From an optimization exercise on the open Yosys and OpenROAD flow, aimed at small area, a short achievable clock period and few clock cycles per item; shortcuts taken in it are not production practice. The RTL was checked by simulation tests, not by an equivalence proof against the original design. Power is estimated from default activity; no workload was simulated.

<file path="run.sh">
#!/bin/bash
# synth_recipe.tcl (not shown) runs the flow's synth.tcl, then flattens the netlist and writes it again
# the make line also repeats each setting of config.mk as NAME=value (left out here)
make -C /OpenROAD-flow-scripts/flow DESIGN_CONFIG=/design/flow/config.mk WORK_HOME=/design/flow/orfs CLKGATE_MAP_FILE= SYNTH_SCRIPT=/design/flow/synth_recipe.tcl finish
</file>
<file path="config.mk">
export PLATFORM = sky130hd
export DESIGN_NAME = ai_density_engine
export DESIGN_NICKNAME = ai_density_engine
export VERILOG_FILES = /design/flow/design.v
export SDC_FILE = /design/flow/constraint.sdc
export NUM_CORES = 4
export LEC_CHECK = 0
export CAP_MARGIN = 20
export CORE_MARGIN = 2
export CORE_UTILIZATION = 40
export SLEW_MARGIN = 20
</file>
<file path="constraint.sdc">
create_clock -name core_clock -period 70.0 [get_ports {clock}]
set_input_delay 14.0000 -clock core_clock [delete_from_list [all_inputs] [get_ports {clock}]]
set_output_delay 14.0000 -clock core_clock [all_outputs]
set_load 0.01 [all_outputs]
</file>
<file path="design.v">
module ai_density_engine #(
    parameter int                     GRID       = 10,
    parameter int                     NUM_SHIPS  = 5,
    parameter logic [4*NUM_SHIPS-1:0] SHIP_LENS  = {4'd2, 4'd3, 4'd3, 4'd4, 4'd5},
    parameter int                     CW         = 8,
    parameter int                     HIT_WEIGHT = 4
) (
    input  logic                  clock,
    input  logic                  reset,
    input  logic [1:0]            addr,
    input  logic                  write_en,
    input  logic [GRID*GRID-1:0]  data_in,
    output logic                  wait_request,
    output logic [GRID*GRID+3:0]  data_out
);
    localparam int N  = GRID * GRID;
    localparam int IW = $clog2(N);
    localparam int RW = $clog2(GRID + 1);
    localparam int SW = (NUM_SHIPS > 1) ? $clog2(NUM_SHIPS) : 1;
    localparam int WW = CW + 16;
    localparam int BOOST_ON = 1;
    localparam int             BOOST = HIT_WEIGHT * BOOST_ON;
    localparam logic [CW-1:0]  CMAX  = '1;
    typedef enum logic [2:0] {S_CLEAR, S_IDLE, S_PLACE, S_SCAN, S_DONE} state_t;
    state_t               state;
    logic [N-1:0]         fired;
    logic [N-1:0]         hit;
    logic [NUM_SHIPS-1:0] ships;
    logic [CW-1:0]        cnt      [N];
    logic [CW-1:0]        cnt_next [N];
    logic [SW-1:0]        ship_idx;
    logic                 orient;
    logic [RW-1:0]        org_row;
    logic [RW-1:0]        org_col;
    logic [IW-1:0]        scan_idx;
    logic [IW-1:0]        best_idx;
    logic [CW-1:0]        best_val;
    logic                 found;
    logic                 res_valid;
    logic [IW-1:0]        res_idx;
    logic [CW-1:0]        res_max;
    logic                 wait_r;
    logic                 to_idle;
    logic [3:0]           cur_len;
    logic [N-1:0]         span;
    logic                 fits;
    logic                 cand_ok;
    int                   hit_cnt;
    logic [WW-1:0]        weight;
    logic                 scan_better;
    assign cur_len = SHIP_LENS[4*ship_idx +: 4];
    always_comb begin
        span = '0;
        for (int r = 0; r < GRID; r++) begin
            for (int c = 0; c < GRID; c++) begin
                if (orient)
                    span[r*GRID+c] = (c == int'(org_col)) && (r >= int'(org_row)) &&
                                     (r < int'(org_row) + int'(cur_len));
                else
                    span[r*GRID+c] = (r == int'(org_row)) && (c >= int'(org_col)) &&
                                     (c < int'(org_col) + int'(cur_len));
            end
        end
    end
    always_comb begin
        hit_cnt = 0;
        for (int i = 0; i < N; i++)
            if (span[i] && hit[i]) hit_cnt = hit_cnt + 1;
    end
    assign fits    = orient ? (int'(org_row) + int'(cur_len) <= GRID)
                            : (int'(org_col) + int'(cur_len) <= GRID);
    assign cand_ok = ships[ship_idx] && fits && ((span & fired & ~hit) == '0);
    assign weight  = WW'(1 + BOOST * hit_cnt);
    logic [WW-1:0] cnt_sum [N];
    always_comb begin
        for (int i = 0; i < N; i++) begin
            cnt_sum[i]  = WW'(cnt[i]) + weight;
            cnt_next[i] = cnt[i];
            if (cand_ok && span[i] && !fired[i])
                cnt_next[i] = (cnt_sum[i] > WW'(CMAX)) ? CMAX : cnt_sum[i][CW-1:0];
        end
    end
    assign scan_better = !fired[scan_idx] && (!found || (cnt[scan_idx] > best_val));
    always_comb begin
        data_out = '0;
        case (addr)
            2'd0:    data_out[CW+IW:0]        = {res_valid, res_idx, res_max};
            2'd1:    data_out[N-1:0]          = fired;
            2'd2:    data_out[N-1:0]          = hit;
            default: data_out[NUM_SHIPS-1:0]  = ships;
        endcase
    end
    assign wait_request = wait_r;
    always_ff @(posedge clock) begin
        if (reset) begin
            state     <= S_CLEAR;
            fired     <= '0;
            hit       <= '0;
            ships     <= '0;
            for (int i = 0; i < N; i++) cnt[i] <= '0;
            ship_idx  <= '0;
            orient    <= 1'b0;
            org_row   <= '0;
            org_col   <= '0;
            scan_idx  <= '0;
            best_idx  <= '0;
            best_val  <= '0;
            found     <= 1'b0;
            res_valid <= 1'b0;
            res_idx   <= '0;
            res_max   <= '0;
            wait_r    <= 1'b1;
            to_idle   <= 1'b1;
        end else begin
            case (state)
                S_CLEAR: begin
                    for (int i = 0; i < N; i++) cnt[i] <= '0;
                    ship_idx <= '0;
                    orient   <= 1'b0;
                    org_row  <= '0;
                    org_col  <= '0;
                    scan_idx <= '0;
                    best_idx <= '0;
                    best_val <= '0;
                    found    <= 1'b0;
                    if (to_idle) begin
                        state  <= S_IDLE;
                        wait_r <= 1'b0;
                    end else begin
                        state  <= S_PLACE;
                    end
                end
                S_IDLE: begin
                    if (write_en) begin
                        case (addr)
                            2'd0: begin
                                res_valid <= 1'b0;
                                res_idx   <= '0;
                                res_max   <= '0;
                                to_idle   <= 1'b0;
                                wait_r    <= 1'b1;
                                state     <= S_CLEAR;
                            end
                            2'd1:    fired <= data_in;
                            2'd2:    hit   <= data_in;
                            default: ships <= data_in[NUM_SHIPS-1:0];
                        endcase
                    end
                end
                S_PLACE: begin
                    for (int i = 0; i < N; i++) cnt[i] <= cnt_next[i];
                    if (org_col == RW'(GRID - 1)) begin
                        org_col <= '0;
                        if (org_row == RW'(GRID - 1)) begin
                            org_row <= '0;
                            if (orient) begin
                                orient <= 1'b0;
                                if (ship_idx == SW'(NUM_SHIPS - 1)) state <= S_SCAN;
                                else ship_idx <= ship_idx + 1'b1;
                            end else begin
                                orient <= 1'b1;
                            end
                        end else begin
                            org_row <= org_row + 1'b1;
                        end
                    end else begin
                        org_col <= org_col + 1'b1;
                    end
                end
                S_SCAN: begin
                    if (scan_better) begin
                        found    <= 1'b1;
                        best_idx <= scan_idx;
                        best_val <= cnt[scan_idx];
                    end
                    if (scan_idx == IW'(N - 1)) state <= S_DONE;
                    else scan_idx <= scan_idx + 1'b1;
                end
                S_DONE: begin
                    res_valid <= found;
                    res_idx   <= found ? best_idx : '1;
                    res_max   <= found ? best_val : '0;
                    wait_r    <= 1'b0;
                    state     <= S_IDLE;
                end
                default: state <= S_CLEAR;
            endcase
        end
    end
endmodule
</file>
==> reports/metrics.yaml <==
status: "finished clean"
htreeDepth: 4
use_met1_pct: 49.1
cts_buffers: 139
insertion_delay_ns: 0.85
avgViaCountPerCell: 6.53
power_density_nw_per_um2: 13.0
dpl.hpwl_mm: 410
place_congestion: 1.09
drv_slew: 0
die_h_microns: 507
cpMostUsedCell: "ha_1"
met2_usage_pct: 59.0
core_region_area_sq_um: 252000
synth_edf_count: 0
drc: 0
period_needed_ns: 65.57
hp-class: "reg -> reg"
crit_path_max_fanout: 51
crit_path_start_kind: "flip-flop"
relSlewSlack_pct: 6.71
fin_skew_ns: 0.0550
port_buffers: 205
syn_avg_cell_area_sq_um: 7.81
synth_seq_area_share_pct: 21.0
worst-slew-pin-transition_ns: 1.39
die_x_microns: 507
cts_tree: "done"
setup_viol: 0
antenna_found_initial: 63
worst_path_largest_cell_delay_ns: 0.58
dr_total_vias: 108000
setup-tns-final_ns: 0
syn_to_final_growth_pct: 12.0
grt_max_degree: 171
seq_area_sq_um: 21200
antenna_left: 0
path_class: "reg -> reg"
clk_path_buf_depth: 3
drt_pass1_iterations: 9
fill_cells: 25300
drive_gt1_share_pct: 7.53
crit_arrival_ns: 66.27
worst_setup_path_end_kind: "flip-flop"
totalPowerFinal_mw: 1.48
fin_util_pct: 45.1
worst_path_max_delay_cell: "or4b_4"
netlist_instances: 13000
rows: 184
syn_area_sq_um: 101000
drt-total-wl_mm: 541
fin_hold_ws_ns: 0.471
drt_iter0_drc: 13500
die-area_sq_um: 257000
start_util_pct: 40.2
worstPathRequired_ns: 70.70
max_cap_viol_count: 0
ys.flop_type: "dfxtp_1"
grt_pass1_wl_mm: 743
multi_input_area_sq_um: 76900
ioPinCount: 210
grt-busiest-layer: "met2"
yosys_warnings: 4
fmax_ghz: 0.0153
ys_seq_elements: 1061
period_share_pct: 93.7
first_global_vias: 97400
synthArstFlopShare_pct: 0
grt-ovfl-total: 0
nets: 14000
ir_drop_uv: 26.7
grt_usage_pct: 39.9
clk_pin_slew_ns: 0.06
wl_per_cell_microns: 32.9
clock-sinks: 1061
synth_cell_types: 130
p_leak_nw: 44.8
use_met3_pct: 11.2
hold_viol: 0
root_buffer: "clkbuf_16"
==> metrics by stage <==
stage | cell area, sq um | instances | setup WS [ns]
after global routing | 113000 | 16500 | -0.258
final | 113000 | 16500 | 4.43
after CTS | 112000 | 16400 | 1.60
after global placement | 108000 | 16200 | 2.94
after detailed placement | 108000 | 16200 | 1.82
after floorplan | 101000 | 13000 | 5.11
==> layout make-up <==
type | count | share of cell area, %
timing repair buffer | 527 | 4.26
multi-input combinational | 10800 | 67.8
clock buffer | 209 | 3.62
tap | 3348 | 3.69
sequential | 1061 | 18.7
antenna | 27 | 0.0595
clock inverter | 40 | 0.450
inverter | 426 | 1.41
==> sequential cells by signal (all words and copies together), names as in the netlist <==
signal     cells
fired        100
res_idx        7
ship_idx       3
ships          5
cnt          800
scan_idx       7
to_idle        1
best_val       8
org_row        4
state          3
best_idx       7
wait_r         1
res_max        8
orient         1
found          1
res_valid      1
hit          100
org_col        4
==> synth_stat cells, drive strengths merged, types with 186 or more instances <==
| library cell | instances | share of area [%] |
|---|---|---|
| xnor2 | 774 | 7.1 |
| ha | 931 | 12 |
| nor2 | 824 | 3.1 |
| a221oi | 591 | 5.2 |
| inv | 426 | 1.6 |
| nor3 | 258 | 1.4 |
| a31oi | 186 | 1.2 |
| a22oi | 255 | 1.9 |
| dfxtp | 1061 | 21 |
| a21oi | 1012 | 5.0 |
| xor2 | 327 | 2.9 |
| o21ai | 454 | 2.3 |
| nand3 | 221 | 1.1 |
| nand2b | 241 | 1.5 |
| clkbuf | 489 | 1.8 |
| nor4 | 367 | 2.3 |
| nor2b | 321 | 2.0 |
| nand2 | 1725 | 6.4 |
==> placed cells by master (no fill, tap or decap), drive strengths merged, types with 318 or more instances in the layout <==
| master | n |
|---|---|
| xnor2 | 774 |
| nand2 | 1725 |
| a221oi | 591 |
| buf | 318 |
| o21ai | 454 |
| nor4 | 367 |
| dfxtp | 1061 |
| a21oi | 1012 |
| ha | 931 |
| nor2 | 824 |
| inv | 433 |
| nor2b | 321 |
| xor2 | 327 |
==> where the power goes <==
part	total [mW]	switching [mW]	leakage (nW)	internal (mW)
logic	0.123	0.0858	34.0	0.0375
registers	0.612	0.00492	8.55	0.607
clock network	0.744	0.324	2.25	0.421
==> timing repair <==
| item | in CTS | in global routing |
|---|---|---|
| buffers inserted | 0 | 31 |
| endpoints found under the setup margin | 0 | 800 |
| gates resized for setup | 0 | 182 |
| hold buffers | 0 | 0 |
==> routing by layer <==
| layer | share of wire, % | vias up |
|---|---|---|
| li1 | - | 48300 |
| met1 | 38 | 51800 |
| met2 | 41 | 5919 |
| met3 | 11 | 1584 |
| met4 | 9.4 | 44 |
| met5 | 0.047 | - |
==> cell families (layout without fill, tap and decap cells) <==
logic type / Yosys count / in the layout / synth area share (%)
compound gates: 3777 / 3777 / 25.9
xor+xnor: 1208 / 1208 / 12.4
fa+ha+maj: 937 / 937 / 11.6
buf+inv: 1074 / 1202 / 4.11
flops: 1061 / 1061 / 21.0
mux: 128 / 130 / 1.70
other cells: 1 / 31 / 0.00370
simple gates: 4778 / 4778 / 23.3
==> worst max-delay path: cells and delay by family (launching register included) <==
family	cells	cell delay, ns
and+or+nand+nor	101	12.89
xor gates and xnor gates	3	0.60
buffers and inverters	30	2.76
DFF	1	0.40
AOI/OAI and AO/OA	97	15.08
adders and majority gates	101	29.74
muxes	15	3.67
==> final timing paths <==
path,slack [ns],endpoint,from,depth (start not counted)
worst max-delay path,4.43,cnt[5][5],ship_idx[1],347
worst min-delay path,0.47,res_idx[6],best_idx[6],2
worst max register to register,4.43,cnt[5][5],ship_idx[1],347
worst min register to register,0.47,res_idx[6],best_idx[6],2
Testbench counts, summed over its fixed seeds: cycles 212,544, queries 192.

==> re-timing with driven ports <==
Ports are ideal in the flow. The routed layout listed here was re-timed in OpenROAD. Step 1: set_driving_cell puts a clkbuf_16 on clock and a buf_2 on each other input, an assumption about the parent block. Step 2 also shifts input and output timing later by t, the mid clock arrival at the registers, as if the neighbouring blocks saw the same clock. a / b / c = ideal ports / drivers / drivers and shift; a / b = the first two.
shift t [ns]: 0.920
slack for setup (ns): 4.430 / 4.430 / 4.430
worst setup path after step 2: register to register
worst slew at a driven data input, ns: 0.18
cell pins on the clock port's net: 1
After both steps setup and hold are still met in this run. For this run, drivers alone change the setup slack by 0.000 ns; drivers and shift together by 0.000 ns.
